Background: an optimization exercise with open tools, aiming at small area and a short achievable clock period. Do not read the settings as production practice.
The RTL was checked by simulation tests, not by an equivalence proof against the original design.
No activity file was given, so power comes from the tool's default toggle rates.

Design ifft_tf_mult, start of the top module:
module ifft_tf_mult #(
  parameter int DW   = 16,
  parameter int TW   = 12,
  parameter bit CONJ = 1'b1
) (
  input  logic                 clk,
  input  logic                 rst,
  input  logic                 in_valid,
  input  logic                 in_sop,
  input  logic                 in_tw_en,
  input  logic signed [DW-1:0] in_real,
  input  logic signed [DW-1:0] in_imag,
  output logic [2:0]           tf_addr,
  input  logic signed [TW-1:0] tf_real,
  input  logic signed [TW-1:0] tf_imag,
  output logic                 out_valid,
  output logic                 out_sop,
  output logic signed [DW-1:0] out_real,
  output logic signed [DW-1:0] out_imag,
  output logic                 ovf
);
Size: ~2300 cells after synthesis, ~430 flip-flops, about 26000 um^2 of cells after synthesis.
clock: 6.5 ns
lec_check: 0
cap_margin: 20
core_margin: 2
core_utilization: 55
cts_buf_list: sky130_fd_sc_hd__clkbuf_8
cts_cluster_diameter: 50
cts_cluster_size: 16
place_density: 0.7
setup_slack_margin: 4.0
slew_margin: 75
synth_hierarchical: 1
synth_minimum_keep_size: 0
standard.sh (not shown) runs the stock make flow with config.mk's settings and CLKGATE_MAP_FILE= SYNTH_SCRIPT=/design/flow/synth_recipe.tcl, a recipe that flattens the netlist after the stock synthesis.
==> flow/flow/run.sh <==
#!/bin/bash
# The standard layout, with the port buffers made of plain buf_2 cells instead of the
# delay-buffer cell buffer_ports picks by default. Every port still gets its own buffer.
set -euo pipefail
export BUFFER_PORTS_ARGS="-buffer_cell sky130_fd_sc_hd__buf_2"
bash standard.sh synth > synth.log 2>&1
bash standard.sh > layout.log 2>&1
The first run completed without violations.
Edit:
Settings changed: SETUP_SLACK_MARGIN 4.0 to 4.1, SLEW_MARGIN 75 to 20.
Outcome: Die area does not change. Worst setup slack improved by 0.0085 ns. Via count shrinks by 0.87%. Area after synthesis is unchanged.
Edit:
Settings changed: SETUP_SLACK_MARGIN 4.1 to 4.0, TNS_END_PERCENT set to 10.
Routed wire length drops by 0.35%.
Setup slack is worse by 0.023 ns.
Critical path depth drops by 2.
Core utilization drops by 0.79 points.
Sequential power is about the same.
Global-route usage drops by 0.54 points.
Maximum frequency drops by about 0.9%.
Cell area drops by 1.3%.
First-iteration DRC count drops by about 4.6%.

---

ifft_tf_mult again, from the RTL that the note above started with.
==> flow/config.mk <==
export PLATFORM = sky130hd
export DESIGN_NAME = ifft_tf_mult
export DESIGN_NICKNAME = ifft_tf_mult
export VERILOG_FILES = /design/flow/design.v
export SDC_FILE = /design/flow/constraint.sdc
export NUM_CORES = 4
export LEC_CHECK = 0
export CAP_MARGIN = 20
export CORE_MARGIN = 2
export CORE_UTILIZATION = 55
export CTS_BUF_LIST = sky130_fd_sc_hd__clkbuf_8
export CTS_CLUSTER_DIAMETER = 50
export CTS_CLUSTER_SIZE = 16
export PLACE_DENSITY = 0.7
export SETUP_SLACK_MARGIN = 4.0
export SLEW_MARGIN = 60
export SYNTH_HIERARCHICAL = 1
export SYNTH_MINIMUM_KEEP_SIZE = 0
==> flow/constraint.sdc <==
create_clock -name core_clock -period 6.5 [get_ports {clk}]
set_input_delay 1.3000 -clock core_clock [delete_from_list [all_inputs] [get_ports {clk}]]
set_output_delay 1.3000 -clock core_clock [all_outputs]
set_load 0.01 [all_outputs]
Scripts as last shown in full above: flow/flow/run.sh
Change:
SLEW_MARGIN = 20   (was 60)
Outcome: The changed run passed the timing, DRC and antenna checks. Total power goes down slightly. Die area is unchanged. Global-route usage hardly moves.

---

Another version of the RTL of ifft_tf_mult (not shown whole).
For scale: ~2,300 cells after synthesis, ~390 flip-flops, roughly 99 I/O pins, roughly 0.025 sq mm of cells after synthesis.
Settings: LEC_CHECK=0, CAP_MARGIN=20, CORE_MARGIN=2, CORE_UTILIZATION=40, CTS_BUF_LIST=sky130_fd_sc_hd__clkbuf_4, SETUP_SLACK_MARGIN=3.5, SLEW_MARGIN=20, SYNTH_HIERARCHICAL=1, SYNTH_MINIMUM_KEEP_SIZE=0; clock period 6.5 ns.
run.sh (not shown) runs the stock make flow with config.mk's settings and CLKGATE_MAP_FILE= SYNTH_SCRIPT=/design/flow/synth_recipe.tcl, a recipe that flattens the netlist after the stock synthesis.
Stock flow here: none of the scripts above is used.
==> next run, changes <==
- CTS_BUF_LIST: sky130_fd_sc_hd__clkbuf_4 -> sky130_fd_sc_hd__clkbuf_8
Via count shrinks by 0.51%.
Wire length stays flat.
Power is higher by 1.4%.
Fmax grows by 0.44%.
Cell area barely changes.
Global-route usage stays flat.
Sequential cell count stays the same.
Register-to-register slack improved by 0.02 ns.

---

ifft_tf_mult again, from the RTL that the note above started with.
clock: 6.5 ns
lec_check: 0
cap_margin: 20
core_margin: 2
core_utilization: 40
cts_buf_list: sky130_fd_sc_hd__clkbuf_8
setup_slack_margin: 3.5
slew_margin: 20
synth_hierarchical: 1
synth_minimum_keep_size: 0
standard.sh (not shown) runs the stock make flow with config.mk's settings and CLKGATE_MAP_FILE= SYNTH_SCRIPT=/design/flow/synth_recipe.tcl, a recipe that flattens the netlist after the stock synthesis.
Scripts as last shown in full above: flow/flow/run.sh
The starting point completed with no timing, DRC or antenna violations.
==> next run, changes <==
==> flow/run.sh (new file) <==
#!/bin/bash
# synth_recipe.tcl (not shown) runs the flow's synth.tcl, then flattens the netlist and writes it again
# the make line also repeats each setting of config.mk as NAME=value (left out here)
make -C /OpenROAD-flow-scripts/flow DESIGN_CONFIG=/design/flow/config.mk WORK_HOME=/design/flow/orfs CLKGATE_MAP_FILE= SYNTH_SCRIPT=/design/flow/synth_recipe.tcl finish
--- a/flow/config.mk
+++ b/flow/config.mk
@@ -10,4 +10,6 @@
 export CORE_UTILIZATION = 40
 export CTS_BUF_LIST = sky130_fd_sc_hd__clkbuf_8
+export CTS_CLUSTER_DIAMETER = 60
+export CTS_CLUSTER_SIZE = 24
 export SETUP_SLACK_MARGIN = 3.5
 export SLEW_MARGIN = 20
removed: flow/flow/run.sh
removed: flow/standard.sh
Outcome: The changed run went through all stages and came out clean; non-clock buffer count came out higher by 4; register-to-register slack improves by 0.02 ns; clock-buffer cell count goes down by 51; wire length goes down by 1.9%; sequential cell count does not change; total power drops by 8.7%; setup slack is better by 0.0078 ns; cell count drops by 1.9%; die area is unchanged; area after synthesis is unchanged; cell area shrinks by about 1.1%.

---

## run 1
ifft_tf_mult, a different RTL version from the one above (not shown whole).
Size: roughly 430 flip-flops, about 99 I/O pins.
==> flow/design.v (excerpt) <==
module ifft_tf_mult #(
  parameter int DW   = 16,
  parameter int TW   = 12,
  parameter bit CONJ = 1'b1
) (
  input  logic                 clk,
  input  logic                 rst,
  input  logic                 in_valid,
  input  logic                 in_sop,
  input  logic                 in_tw_en,
  input  logic signed [DW-1:0] in_real,
  input  logic signed [DW-1:0] in_imag,
  output logic [2:0]           tf_addr,
  input  logic signed [TW-1:0] tf_real,
  input  logic signed [TW-1:0] tf_imag,
  output logic                 out_valid,
  output logic                 out_sop,
  output logic signed [DW-1:0] out_real,
  output logic signed [DW-1:0] out_imag,
  output logic                 ovf
);
==> flow/config.mk <==
export PLATFORM = sky130hd
export DESIGN_NAME = ifft_tf_mult
export DESIGN_NICKNAME = ifft_tf_mult
export VERILOG_FILES = /design/flow/design.v
export SDC_FILE = /design/flow/constraint.sdc
export NUM_CORES = 4
export LEC_CHECK = 0
export CAP_MARGIN = 20
export CORE_MARGIN = 2
export CORE_UTILIZATION = 55
export CTS_BUF_LIST = sky130_fd_sc_hd__clkbuf_8
export CTS_CLUSTER_DIAMETER = 50
export CTS_CLUSTER_SIZE = 16
export PLACE_DENSITY = 0.7
export SETUP_SLACK_MARGIN = 4.2
export SLEW_MARGIN = 60
export SYNTH_HIERARCHICAL = 1
export SYNTH_MINIMUM_KEEP_SIZE = 0
==> flow/constraint.sdc <==
create_clock -name core_clock -period 6.5 [get_ports {clk}]
set_input_delay 1.3000 -clock core_clock [delete_from_list [all_inputs] [get_ports {clk}]]
set_output_delay 1.3000 -clock core_clock [all_outputs]
set_load 0.01 [all_outputs]
==> flow/flow/run.sh <==
#!/bin/bash
# The standard layout, with the port buffers made of plain buf_2 cells instead of the
# delay-buffer cell buffer_ports picks by default. Every port still gets its own buffer.
set -euo pipefail
export BUFFER_PORTS_ARGS="-buffer_cell sky130_fd_sc_hd__buf_2"
bash standard.sh synth > synth.log 2>&1
bash standard.sh > layout.log 2>&1
## Diff of input files: run 5 against run 1
--- a/flow/config.mk
+++ b/flow/config.mk
@@ -14,3 +14,3 @@
 export PLACE_DENSITY = 0.7
-export SETUP_SLACK_MARGIN = 4.2
+export SETUP_SLACK_MARGIN = 4.15
 export SLEW_MARGIN = 60
==> comparison <==
- Every run (run 1 and run 5) finished clean.
- Delta (run 5 minus run 1): combinational power comparable; final layout net count was more or less identical; clock network power held; count of inverters not on the clock network in the layout held.
- Wire length of the first global-routing pass in run 5 vs run 1: down 2.6 mm
- Run 1 ended up with register to register as its type of the worst setup path; run 5 ended up with register to output port.
- Between run 1 and run 5, the flow reports maximum frequency increasing by a few percent.
- Fraction of area in registers (higher): run 5

---

ifft_tf_mult, a different RTL version from the one above (not shown whole).
For scale: about 2,400 cells after synthesis, roughly 430 flip-flops, ~99 I/O pins, roughly 27,000 sq um of cells after synthesis.
Settings: LEC_CHECK=0, CAP_MARGIN=20, CORE_MARGIN=2, CORE_UTILIZATION=40, CTS_BUF_LIST=sky130_fd_sc_hd__clkbuf_8, CTS_CLUSTER_DIAMETER=50, CTS_CLUSTER_SIZE=16, SETUP_SLACK_MARGIN=4.0, SLEW_MARGIN=20, SYNTH_HIERARCHICAL=1, SYNTH_MINIMUM_KEEP_SIZE=0; clock period 6.5 ns.
Scripts as last shown in full above: flow/flow/run.sh
The starting point went through all stages and came out clean.
Edit:
- CORE_UTILIZATION: 40 -> 65
- PLACE_DENSITY: default -> 0.8
=> Setup slack is about the same; routed wire length is lower by 5.1%; area after synthesis stays the same; non-clock buffer count is lower by 13.

---

RTL: one of the versions met above, not the one the previous note started from.
For scale: roughly 430 flip-flops, ~99 I/O pins.
export LEC_CHECK = 0
export CAP_MARGIN = 20
export CORE_MARGIN = 2
export CORE_UTILIZATION = 55
export CTS_BUF_LIST = sky130_fd_sc_hd__clkbuf_8
export CTS_CLUSTER_DIAMETER = 50
export CTS_CLUSTER_SIZE = 16
export PLACE_DENSITY = 0.7
export SETUP_SLACK_MARGIN = 3.6
export SLEW_MARGIN = 60
export SYNTH_HIERARCHICAL = 1
export SYNTH_MINIMUM_KEEP_SIZE = 0
create_clock -name core_clock -period 6.5 [get_ports {clk}]
run.sh (not shown) runs the stock make flow with config.mk's settings and CLKGATE_MAP_FILE= SYNTH_SCRIPT=/design/flow/synth_recipe.tcl, a recipe that flattens the netlist after the stock synthesis.
Stock flow here: none of the scripts above is used.
The first run produced a clean layout.
Then changed:
==> flow/flow/run.sh (new file) <==
#!/bin/bash
# The standard layout, with the port buffers made of plain buf_2 cells instead of the
# delay-buffer cell buffer_ports picks by default. Every port still gets its own buffer.
set -euo pipefail
export BUFFER_PORTS_ARGS="-buffer_cell sky130_fd_sc_hd__buf_2"
bash standard.sh synth > synth.log 2>&1
bash standard.sh > layout.log 2>&1
==> flow/standard.sh (new file) <==
#!/bin/bash
# synth_recipe.tcl (not shown) runs the flow's synth.tcl, then flattens the netlist and writes it again
# the make line also repeats each setting of config.mk as NAME=value (left out here)
make -C /OpenROAD-flow-scripts/flow DESIGN_CONFIG=/design/flow/config.mk WORK_HOME=/design/flow/orfs CLKGATE_MAP_FILE= SYNTH_SCRIPT=/design/flow/synth_recipe.tcl "${@:-finish}"
SETUP_SLACK_MARGIN = 4.1   (was 3.6)
removed: flow/run.sh
After rerunning: Clock-buffer cell count shrinks by 5. Hold slack gets better by 6.5 ps. Non-clock buffer count increases by 57. Wire length is about the same. Final area grows by 0.68%. Die area is unchanged. Total power grows by 6.1%. Combinational power increases by 15%. Setup slack gets better by 370 ps.

## separate check: timing with driven ports
In the flow no input, the clock included, has a driving cell. The finished layouts below were timed again as built, in two steps.
Step 1 assumes that a clkbuf_16 drives the clock port and a buf_2 every other input.
Step 2, shift: input delay + t, output delay - t, t = (earliest + latest rising clock arrival at the registers) / 2. This alone moves slack from input paths to output paths.
Three values: no drivers, after step 1, after step 2; two values: the first two.
run	shift t [ns]	slack for setup (ns)	worst setup path after step 2	cell pins on the clock port's net
the first run of note 1	0.708	3.973 / 3.922 / 3.973	register to register	1
the second run of note 1	0.700	3.981 / 3.948 / 3.931	input to register	1
the third run of note 1	0.672	3.958 / 3.958 / 3.954	input to register	1
the first run of note 2	0.695	3.940 / 3.936 / 3.940	register to register	1
the second run of note 2	0.705	3.963 / 3.933 / 3.946	input to register	1
the first run of note 3	0.885	3.548 / 3.548 / 3.242	input to register	1
the second run of note 3	0.724	3.561 / 3.502 / 3.229	input to register	1
the first run of note 4	0.722	3.568 / 3.568 / 3.568	register to register	1
the second run of note 4	0.670	3.576 / 3.518 / 3.202	input to register	1
run 1	0.710	3.927 / 3.927 / 3.927	register to register	1
run 5	0.711	3.982 / 3.924 / 4.011	input to register	1
the first run of note 6	0.732	3.956 / 3.910 / 3.950	input to register	1
the second run of note 6	0.709	3.953 / 3.927 / 3.878	input to register	1
the first run of note 7	0.706	3.654 / 3.597 / 3.579	input to register	1
the second run of note 7	0.687	4.022 / 3.968 / 3.967	input to register	1
After both steps every run listed still meets setup and hold. The setup slack of the second run of note 4, which loses most, moves by -0.058 ns with the drivers and by -0.374 ns with both steps.
